What follows belongs to an exercise in optimizing a design on an open flow for small area; a production flow would make more cautious choices.
The RTL was checked by simulation tests, not by an equivalence proof against the original design.
No activity file was given, so power comes from the tool's default toggle rates.

==> run a <==
==> flow/design.v <==
package dam_pkg;
	localparam int CFG_IDX_W  = 3;
	localparam int CFG_DATA_W = 5;
	localparam logic [CFG_IDX_W-1:0] REG_MAPPING_MODE   = 3'd0;
	localparam logic [CFG_IDX_W-1:0] REG_MOP_LOG2       = 3'd1;
	localparam logic [CFG_IDX_W-1:0] REG_PERMUTE_ENABLE = 3'd2;
	localparam logic [CFG_IDX_W-1:0] REG_CHANNEL_BITS   = 3'd3;
	localparam logic [CFG_IDX_W-1:0] REG_BANKGROUP_BITS = 3'd4;
	localparam logic [CFG_IDX_W-1:0] REG_BANK_BITS      = 3'd5;
	localparam logic [CFG_IDX_W-1:0] REG_COLUMN_BITS    = 3'd6;
	localparam logic [CFG_IDX_W-1:0] REG_CACHE_SET_BITS = 3'd7;
	typedef struct packed {
		logic       mapping_mode;
		logic [3:0] mop_log2;
		logic       permute_enable;
		logic [2:0] channel_bits;
		logic [2:0] bankgroup_bits;
		logic [2:0] bank_bits;
		logic [3:0] column_bits;
		logic [4:0] cache_set_bits;
	} cfg_t;
	typedef struct packed {
		logic        req_type;
		logic [63:0] address;
		logic [7:0]  new_bank_index;
	} req_t;
endpackage
module dam_cfg_regs (
	input  logic                           clk,
	input  logic                           arst_n,
	input  logic                           cfg_we,
	input  logic [dam_pkg::CFG_IDX_W-1:0]  cfg_index,
	input  logic [dam_pkg::CFG_DATA_W-1:0] cfg_wdata,
	output dam_pkg::cfg_t                  cfg
);
	dam_pkg::cfg_t cfg_q;
	always_ff @(posedge clk or negedge arst_n) begin
		if (!arst_n) begin
			cfg_q.mapping_mode   <= 1'b0;
			cfg_q.mop_log2       <= 4'd2;
			cfg_q.permute_enable <= 1'b0;
			cfg_q.channel_bits   <= 3'd1;
			cfg_q.bankgroup_bits <= 3'd2;
			cfg_q.bank_bits      <= 3'd2;
			cfg_q.column_bits    <= 4'd7;
			cfg_q.cache_set_bits <= 5'd11;
		end else if (cfg_we) begin
			case (cfg_index)
				dam_pkg::REG_MAPPING_MODE:   cfg_q.mapping_mode   <= cfg_wdata[0];
				dam_pkg::REG_MOP_LOG2:       cfg_q.mop_log2       <= cfg_wdata[3:0];
				dam_pkg::REG_PERMUTE_ENABLE: cfg_q.permute_enable <= cfg_wdata[0];
				dam_pkg::REG_CHANNEL_BITS:   cfg_q.channel_bits   <= cfg_wdata[2:0];
				dam_pkg::REG_BANKGROUP_BITS: cfg_q.bankgroup_bits <= cfg_wdata[2:0];
				dam_pkg::REG_BANK_BITS:      cfg_q.bank_bits      <= cfg_wdata[2:0];
				dam_pkg::REG_COLUMN_BITS:    cfg_q.column_bits    <= cfg_wdata[3:0];
				default:                     cfg_q.cache_set_bits <= cfg_wdata[4:0];
			endcase
		end
	end
	assign cfg = cfg_q;
endmodule
module dam_map_logic (
	input  dam_pkg::cfg_t cfg,
	input  dam_pkg::req_t req,
	output logic [3:0]    channel,
	output logic [3:0]    bankgroup,
	output logic [3:0]    bank,
	output logic [15:0]   row,
	output logic [7:0]    flat_bank,
	output logic [63:0]   rewritten_address
);
	logic [57:0] a6;
	logic [3:0]  ch_pos;
	logic [4:0]  bg_pos;
	logic [3:0]  n_bits;
	logic [5:0]  row_pos;
	logic [5:0]  end_pos;
	logic [3:0]  ch_win;
	logic [13:0] bg_win, perm_win, x_win;
	logic [6:0]  ba_win;
	logic [6:0]  bg_v, ba_v;
	logic [7:0]  bg_sh;
	logic [35:0] ins;
	assign a6 = req.address[63:6];
	assign ch_pos  = cfg.mapping_mode ? 4'd0 : cfg.mop_log2;
	assign bg_pos  = 5'(ch_pos) + 5'(cfg.channel_bits) + 5'(cfg.mapping_mode);
	assign n_bits  = 4'(cfg.bankgroup_bits) + 4'(cfg.bank_bits);
	assign row_pos = 6'(cfg.channel_bits) + 6'(n_bits) + 6'(cfg.column_bits);
	assign end_pos = 6'(bg_pos) + 6'(n_bits);
	logic [13:0] cs_win;
	dam_rsh #(.IW(19), .OW(4),  .SW(4)) u_ch (.d(a6[18:0]), .s(ch_pos),  .q(ch_win));
	dam_rsh #(.IW(36), .OW(14), .SW(5)) u_bg (.d(a6[35:0]), .s(bg_pos),  .q(bg_win));
	dam_rsh #(.IW(45), .OW(14), .SW(5)) u_cs (.d(a6[44:0]), .s(cfg.cache_set_bits), .q(cs_win));
	dam_rsh #(.IW(14), .OW(7),  .SW(3)) u_ba (.d(x_win),    .s(cfg.bankgroup_bits), .q(ba_win));
	dam_rsh #(.IW(52), .OW(16), .SW(6)) u_row (.d(a6[51:0]), .s(row_pos), .q(row));
	assign perm_win = cfg.permute_enable ? cs_win : 14'd0;
	assign x_win    = bg_win ^ perm_win;
	always_comb begin
		for (int i = 0; i < 4; i++)
			channel[i] = ch_win[i] & (3'(i) < cfg.channel_bits);
		for (int i = 0; i < 7; i++) begin
			bg_v[i] = x_win[i] & (3'(i) < cfg.bankgroup_bits);
			ba_v[i] = ba_win[i] & (3'(i) < cfg.bank_bits);
		end
	end
	assign bankgroup = bg_v[3:0];
	assign bank      = ba_v[3:0];
	assign bg_sh     = 8'({1'b0, bg_v} << cfg.bank_bits);
	assign flat_bank = bg_sh | {1'b0, ba_v};
	logic [7:0]  nbi_m;
	logic [35:0] keep;
	logic [35:0] st [6];
	logic [4:0]  p_gt_h, p_eq_h, e_le_h, e_eq_h;
	logic [7:0]  p_gt_l, e_le_l;
	always_comb begin
		for (int i = 0; i < 8; i++)
			nbi_m[i] = req.new_bank_index[i] & req.req_type & (4'(i) < n_bits);
		st[0] = {28'd0, nbi_m};
		for (int j = 0; j < 5; j++)
			st[j+1] = bg_pos[j] ? (st[j] << (1 << j)) : st[j];
		for (int h = 0; h < 5; h++) begin
			p_gt_h[h] = req.req_type & ({1'b0, bg_pos[4:3]} > 3'(h));
			p_eq_h[h] = req.req_type & ({1'b0, bg_pos[4:3]} == 3'(h));
			e_le_h[h] = req.req_type & (end_pos[5:3] < 3'(h));
			e_eq_h[h] = req.req_type & (end_pos[5:3] == 3'(h));
		end
		for (int l = 0; l < 8; l++) begin
			p_gt_l[l] = bg_pos[2:0] > 3'(l);
			e_le_l[l] = end_pos[2:0] <= 3'(l);
		end
		for (int k = 0; k < 36; k++)
			keep[k] = p_gt_h[k/8] | e_le_h[k/8] | (p_eq_h[k/8] & p_gt_l[k%8])
				| (e_eq_h[k/8] & e_le_l[k%8]);
	end
	assign ins = st[5];
	always_comb begin
		rewritten_address = req.address & {64{req.req_type}};
		for (int k = 0; k < 36; k++)
			rewritten_address[k+6] = (req.address[k+6] & keep[k]) | ins[k];
	end
endmodule
module dam_rsh #(
	parameter int IW = 16,
	parameter int OW = 8,
	parameter int SW = 3
) (
	input  logic [IW-1:0] d,
	input  logic [SW-1:0] s,
	output logic [OW-1:0] q
);
	logic [IW-1:0] st [SW+1];
	always_comb begin
		st[SW] = d;
		for (int j = SW-1; j >= 0; j--)
			st[j] = s[j] ? (st[j+1] >> (1 << j)) : st[j+1];
	end
	assign q = st[0][OW-1:0];
endmodule
module dram_address_mapper_core #(
	parameter int BLOCK_OFFSET_BITS = 6,
	parameter int ROW_BITS          = 16
) (
	input  logic                           clk,
	input  logic                           arst_n,
	input  logic                           req_valid,
	output logic                           req_ready,
	input  logic                           req_type,
	input  logic [63:0]                    req_address,
	input  logic [7:0]                     req_new_bank_index,
	output logic                           rsp_valid,
	input  logic                           rsp_ready,
	output logic [3:0]                     rsp_channel,
	output logic [3:0]                     rsp_bankgroup,
	output logic [3:0]                     rsp_bank,
	output logic [15:0]                    rsp_row,
	output logic [7:0]                     rsp_flat_bank,
	output logic [63:0]                    rsp_rewritten_address,
	input  logic                           cfg_we,
	input  logic [dam_pkg::CFG_IDX_W-1:0]  cfg_index,
	input  logic [dam_pkg::CFG_DATA_W-1:0] cfg_wdata
);
	dam_pkg::cfg_t cfg;
	dam_pkg::req_t req_s1;
	logic          valid_s1;
	logic          valid_s2;
	logic          advance;
	logic [3:0]    map_channel, map_bankgroup, map_bank;
	logic [15:0]   map_row;
	logic [7:0]    map_flat_bank;
	logic [63:0]   map_rewritten_address;
	dam_cfg_regs u_cfg (
		.clk       (clk),
		.arst_n    (arst_n),
		.cfg_we    (cfg_we),
		.cfg_index (cfg_index),
		.cfg_wdata (cfg_wdata),
		.cfg       (cfg)
	);
	assign advance   = !valid_s2 || rsp_ready;
	assign req_ready = !valid_s1 || advance;
	always_ff @(posedge clk or negedge arst_n) begin
		if (!arst_n) begin
			valid_s1 <= 1'b0;
		end else if (req_ready) begin
			valid_s1 <= req_valid;
		end
	end
	always_ff @(posedge clk) begin
		if (req_ready) begin
			req_s1.req_type       <= req_type;
			req_s1.address        <= req_address;
			req_s1.new_bank_index <= req_new_bank_index;
		end
	end
	dam_map_logic u_map (
		.cfg               (cfg),
		.req               (req_s1),
		.channel           (map_channel),
		.bankgroup         (map_bankgroup),
		.bank              (map_bank),
		.row               (map_row),
		.flat_bank         (map_flat_bank),
		.rewritten_address (map_rewritten_address)
	);
	always_ff @(posedge clk or negedge arst_n) begin
		if (!arst_n) begin
			valid_s2 <= 1'b0;
		end else if (advance) begin
			valid_s2 <= valid_s1;
		end
	end
	always_ff @(posedge clk) begin
		if (advance) begin
			rsp_channel           <= map_channel;
			rsp_bankgroup         <= map_bankgroup;
			rsp_bank              <= map_bank;
			rsp_row               <= map_row;
			rsp_flat_bank         <= map_flat_bank;
			rsp_rewritten_address <= map_rewritten_address;
		end
	end
	assign rsp_valid = valid_s2;
endmodule
==> flow/flow/run.sh <==
#!/bin/bash
# Standard layout with three changes: the synthesis maps the logic with an
# area-oriented ABC script (flow/abc_small.script) in place of ORFS's, the
# port buffers are made from the smallest buffer cell, and clock tree
# synthesis inserts no dummy loads. Everything else, registers included, is
# the standard synthesis and layout.
set -euo pipefail
here=$(pwd)
export FLOW_ABC_SCRIPT="$here/flow/abc_small.script"
{
	head -n 1 synth_recipe.tcl
	cat <<'TCL'
proc abc {args} {
  set i [lsearch -exact $args -script]
  if {$i >= 0} { lset args [expr {$i + 1}] $::env(FLOW_ABC_SCRIPT) }
  yosys abc {*}$args
}
TCL
	tail -n +2 synth_recipe.tcl
} > flow_synth.tcl
export BUFFER_PORTS_ARGS="-buffer_cell sky130_fd_sc_hd__buf_1"
export CTS_ARGS="-sink_clustering_enable -repair_clock_nets -buf_list sky130_fd_sc_hd__clkbuf_16 -dont_use_dummy_load -sink_clustering_size 30 -sink_clustering_max_diameter 100"
vars=("SYNTH_SCRIPT=$here/flow_synth.tcl" "BUFFER_PORTS_ARGS=$BUFFER_PORTS_ARGS" "CTS_ARGS=$CTS_ARGS")
bash standard.sh "${vars[@]}" synth > synth.log 2>&1
bash standard.sh "${vars[@]}" finish > layout.log 2>&1
==> flow/flow/abc_small.script <==
strash
dc2
dch -f
amap
topo
dnsize -c
==> flow/standard.sh <==
#!/bin/bash
# synth_recipe.tcl (not shown) runs the flow's synth.tcl, then flattens the netlist and writes it again
# the make line also repeats each setting of config.mk as NAME=value (left out here)
make -C /OpenROAD-flow-scripts/flow DESIGN_CONFIG=/design/flow/config.mk WORK_HOME=/design/flow/orfs CLKGATE_MAP_FILE= SYNTH_SCRIPT=/design/flow/synth_recipe.tcl "${@:-finish}"
==> flow/config.mk <==
export PLATFORM = sky130hd
export DESIGN_NAME = dram_address_mapper_core
export DESIGN_NICKNAME = dram_address_mapper_core
export VERILOG_FILES = /design/flow/design.v
export SDC_FILE = /design/flow/constraint.sdc
export NUM_CORES = 4
export LEC_CHECK = 0
export CAP_MARGIN = 5
export CORE_MARGIN = 2
export CORE_UTILIZATION = 50
export GPL_TIMING_DRIVEN = 0
export SLEW_MARGIN = 5
==> flow/constraint.sdc <==
create_clock -name core_clock -period 7.5 [get_ports {clk}]
set_input_delay 1.5000 -clock core_clock [delete_from_list [all_inputs] [get_ports {clk}]]
set_output_delay 1.5000 -clock core_clock [all_outputs]
set_load 0.01 [all_outputs]
==> run b (differences from run a) <==
--- a/flow/design.v
+++ b/flow/design.v
@@ -181,12 +181,10 @@
 );
 	dam_pkg::cfg_t cfg;
+	dam_pkg::cfg_t cfg_s2;
 	dam_pkg::req_t req_s1;
+	dam_pkg::req_t req_s2;
 	logic          valid_s1;
 	logic          valid_s2;
 	logic          advance;
-	logic [3:0]    map_channel, map_bankgroup, map_bank;
-	logic [15:0]   map_row;
-	logic [7:0]    map_flat_bank;
-	logic [63:0]   map_rewritten_address;
 	dam_cfg_regs u_cfg (
 		.clk       (clk),
@@ -213,14 +211,4 @@
 		end
 	end
-	dam_map_logic u_map (
-		.cfg               (cfg),
-		.req               (req_s1),
-		.channel           (map_channel),
-		.bankgroup         (map_bankgroup),
-		.bank              (map_bank),
-		.row               (map_row),
-		.flat_bank         (map_flat_bank),
-		.rewritten_address (map_rewritten_address)
-	);
 	always_ff @(posedge clk or negedge arst_n) begin
 		if (!arst_n) begin
@@ -232,12 +220,18 @@
 	always_ff @(posedge clk) begin
 		if (advance) begin
-			rsp_channel           <= map_channel;
-			rsp_bankgroup         <= map_bankgroup;
-			rsp_bank              <= map_bank;
-			rsp_row               <= map_row;
-			rsp_flat_bank         <= map_flat_bank;
-			rsp_rewritten_address <= map_rewritten_address;
-		end
-	end
+			req_s2 <= req_s1;
+			cfg_s2 <= cfg;
+		end
+	end
+	dam_map_logic u_map (
+		.cfg               (cfg_s2),
+		.req               (req_s2),
+		.channel           (rsp_channel),
+		.bankgroup         (rsp_bankgroup),
+		.bank              (rsp_bank),
+		.row               (rsp_row),
+		.flat_bank         (rsp_flat_bank),
+		.rewritten_address (rsp_rewritten_address)
+	);
 	assign rsp_valid = valid_s2;
 endmodule
==> flow/flow/run.sh (replaced) <==
#!/bin/bash
# Standard layout with two changes: the synthesis maps the logic with an
# area-oriented ABC script (flow/abc_small.script) in place of ORFS's, and the
# port buffers are made from the smallest buffer cell. Everything else,
# registers included, is the standard synthesis and layout.
set -euo pipefail
here=$(pwd)
export FLOW_ABC_SCRIPT="$here/flow/abc_small.script"
{
	head -n 1 synth_recipe.tcl
	cat <<'TCL'
proc abc {args} {
  set i [lsearch -exact $args -script]
  if {$i >= 0} { lset args [expr {$i + 1}] $::env(FLOW_ABC_SCRIPT) }
  yosys abc {*}$args
}
TCL
	tail -n +2 synth_recipe.tcl
} > flow_synth.tcl
export BUFFER_PORTS_ARGS="-buffer_cell sky130_fd_sc_hd__buf_1"
bash standard.sh "SYNTH_SCRIPT=$here/flow_synth.tcl" "BUFFER_PORTS_ARGS=$BUFFER_PORTS_ARGS" synth > synth.log 2>&1
bash standard.sh "SYNTH_SCRIPT=$here/flow_synth.tcl" "BUFFER_PORTS_ARGS=$BUFFER_PORTS_ARGS" finish > layout.log 2>&1
CAP_MARGIN = 20   (was 5)
CORE_UTILIZATION = 45   (was 50)
SLEW_MARGIN = 20   (was 5)
==> run c (differences from run a) <==
--- a/flow/flow/run.sh
+++ b/flow/flow/run.sh
@@ -20,5 +20,5 @@
 } > flow_synth.tcl
 export BUFFER_PORTS_ARGS="-buffer_cell sky130_fd_sc_hd__buf_1"
-export CTS_ARGS="-sink_clustering_enable -repair_clock_nets -buf_list sky130_fd_sc_hd__clkbuf_16 -dont_use_dummy_load -sink_clustering_size 30 -sink_clustering_max_diameter 100"
+export CTS_ARGS="-sink_clustering_enable -repair_clock_nets -buf_list sky130_fd_sc_hd__clkbuf_8 -dont_use_dummy_load"
 vars=("SYNTH_SCRIPT=$here/flow_synth.tcl" "BUFFER_PORTS_ARGS=$BUFFER_PORTS_ARGS" "CTS_ARGS=$CTS_ARGS")
 bash standard.sh "${vars[@]}" synth > synth.log 2>&1
==> flow/flow/abc_small.script (replaced) <==
strash
dc2
dch -f
amap
strash
dch -f
amap
strash
dch -f
amap
topo
dnsize -c
CORE_UTILIZATION = 57   (was 50)
==> run d (differences from run a) <==
--- a/flow/design.v
+++ b/flow/design.v
@@ -181,12 +181,10 @@
 );
 	dam_pkg::cfg_t cfg;
+	dam_pkg::cfg_t cfg_s2;
 	dam_pkg::req_t req_s1;
+	dam_pkg::req_t req_s2;
 	logic          valid_s1;
 	logic          valid_s2;
 	logic          advance;
-	logic [3:0]    map_channel, map_bankgroup, map_bank;
-	logic [15:0]   map_row;
-	logic [7:0]    map_flat_bank;
-	logic [63:0]   map_rewritten_address;
 	dam_cfg_regs u_cfg (
 		.clk       (clk),
@@ -213,14 +211,4 @@
 		end
 	end
-	dam_map_logic u_map (
-		.cfg               (cfg),
-		.req               (req_s1),
-		.channel           (map_channel),
-		.bankgroup         (map_bankgroup),
-		.bank              (map_bank),
-		.row               (map_row),
-		.flat_bank         (map_flat_bank),
-		.rewritten_address (map_rewritten_address)
-	);
 	always_ff @(posedge clk or negedge arst_n) begin
 		if (!arst_n) begin
@@ -232,12 +220,18 @@
 	always_ff @(posedge clk) begin
 		if (advance) begin
-			rsp_channel           <= map_channel;
-			rsp_bankgroup         <= map_bankgroup;
-			rsp_bank              <= map_bank;
-			rsp_row               <= map_row;
-			rsp_flat_bank         <= map_flat_bank;
-			rsp_rewritten_address <= map_rewritten_address;
-		end
-	end
+			req_s2 <= req_s1;
+			cfg_s2 <= cfg;
+		end
+	end
+	dam_map_logic u_map (
+		.cfg               (cfg_s2),
+		.req               (req_s2),
+		.channel           (rsp_channel),
+		.bankgroup         (rsp_bankgroup),
+		.bank              (rsp_bank),
+		.row               (rsp_row),
+		.flat_bank         (rsp_flat_bank),
+		.rewritten_address (rsp_rewritten_address)
+	);
 	assign rsp_valid = valid_s2;
 endmodule
--- a/flow/flow/run.sh
+++ b/flow/flow/run.sh
@@ -20,5 +20,5 @@
 } > flow_synth.tcl
 export BUFFER_PORTS_ARGS="-buffer_cell sky130_fd_sc_hd__buf_1"
-export CTS_ARGS="-sink_clustering_enable -repair_clock_nets -buf_list sky130_fd_sc_hd__clkbuf_16 -dont_use_dummy_load -sink_clustering_size 30 -sink_clustering_max_diameter 100"
+export CTS_ARGS="-sink_clustering_enable -repair_clock_nets -buf_list sky130_fd_sc_hd__clkbuf_16 -dont_use_dummy_load"
 vars=("SYNTH_SCRIPT=$here/flow_synth.tcl" "BUFFER_PORTS_ARGS=$BUFFER_PORTS_ARGS" "CTS_ARGS=$CTS_ARGS")
 bash standard.sh "${vars[@]}" synth > synth.log 2>&1
CAP_MARGIN = 20   (was 5)
SLEW_MARGIN = 20   (was 5)
==> qor summary <==
                                                                                    run c            run a       run d                     run b
Setup Skew                                                                      0.0423 ns        0.0219 ns   0.0330 ns                 0.0189 ns
Count of mapped cells out of synthesis                                               1192             1209        1228                      1228
Compound-gate portion of the synthesized area                                       31.1%            30.6%       30.2%                     30.2%
Data-path buffer share of cell area in the final layout                             6.30%            6.34%       6.87%                     6.59%
Inverters                                                                             125              123         125                       125
Post-placement setup slack                                                       0.274 ns         0.313 ns    -1.77 ns                  -1.89 ns
Number of buffers other than clock buffers in the final layout                        193              194         208                       201
Async set-reset flop share out of synthesis                                         13.1%            13.1%       13.3%                     13.3%
Run status                                               no timing/DRC/antenna violations  no timing/DRC/antenna violations  no timing/DRC/antenna violations  no timing/DRC/antenna violations
P_leak                                                                            4.30 nW          4.46 nW     4.48 nW                   4.54 nW
Least-Margin Pin Slew                                                            0.986 ns          1.22 ns    0.975 ns                   1.01 ns
Number of stages on the worst hold path                                                 2                2           0                         0
Share of the clock period used by the worst path after layout                       92.6%            95.1%       97.3%                     96.9%
Arrival time at the worst endpoint                                                7.15 ns          7.32 ns     5.79 ns                   5.76 ns
Crit path kind                                                                    reg2reg          reg2reg     reg2out                   reg2out
End of the worst hold path                                                u_cfg.cfg_q[20]  u_cfg.cfg_q[20]  req_s2[70]                req_s2[18]
Design Power                                                                      6.27 mW          6.66 mW     6.60 mW                   6.82 mW
Routed via count                                                                    11100            11100       11300                     11200
Relative area of clock buffers and inverters in the final design                    1.80%            3.20%       3.16%                     4.53%
Most common cell on crit path                                     sky130_fd_sc_hd__nor2_1                -           -  sky130_fd_sc_hd__o22ai_1
Number of inserted filler cells in the final layout                                  1727             2068        2044                      2328
Worst hold margin                                                                0.498 ns         0.486 ns    0.400 ns                  0.406 ns
Critical path depth                                                                    23               24          24                        25

-- separate check: timing with driven ports --
Ports are ideal in the flow. The routed layouts listed here were re-timed in OpenROAD.
Step 1 sets driving cells, clkbuf_16 on the clock port and buf_2 on the other inputs (assumed; they add their load-dependent delay and slew).
Step 2 times the ports against the registers' clock, not the clock port: input delays grow and output delays shrink by t, the midpoint of the rising clock arrivals with the driver on.
Slacks: no drivers / after step 1 / after step 2; pairs: no drivers / after step 1.
| run | t (ns) | setup slack, ns | clock arrival spread, ns |
|---|---|---|---|
| run a | 0.479 | 0.364 / 0.364 / 0.364 | 0.022 / 0.022 |
| run b | 0.493 | 0.235 / 0.188 / 0.681 | 0.020 / 0.020 |
| run c | 0.526 | 0.553 / 0.553 / 0.553 | 0.048 / 0.048 |
| run d | 0.478 | 0.206 / 0.156 / 0.634 | 0.033 / 0.033 |
After both steps setup and hold are still met in every run listed.
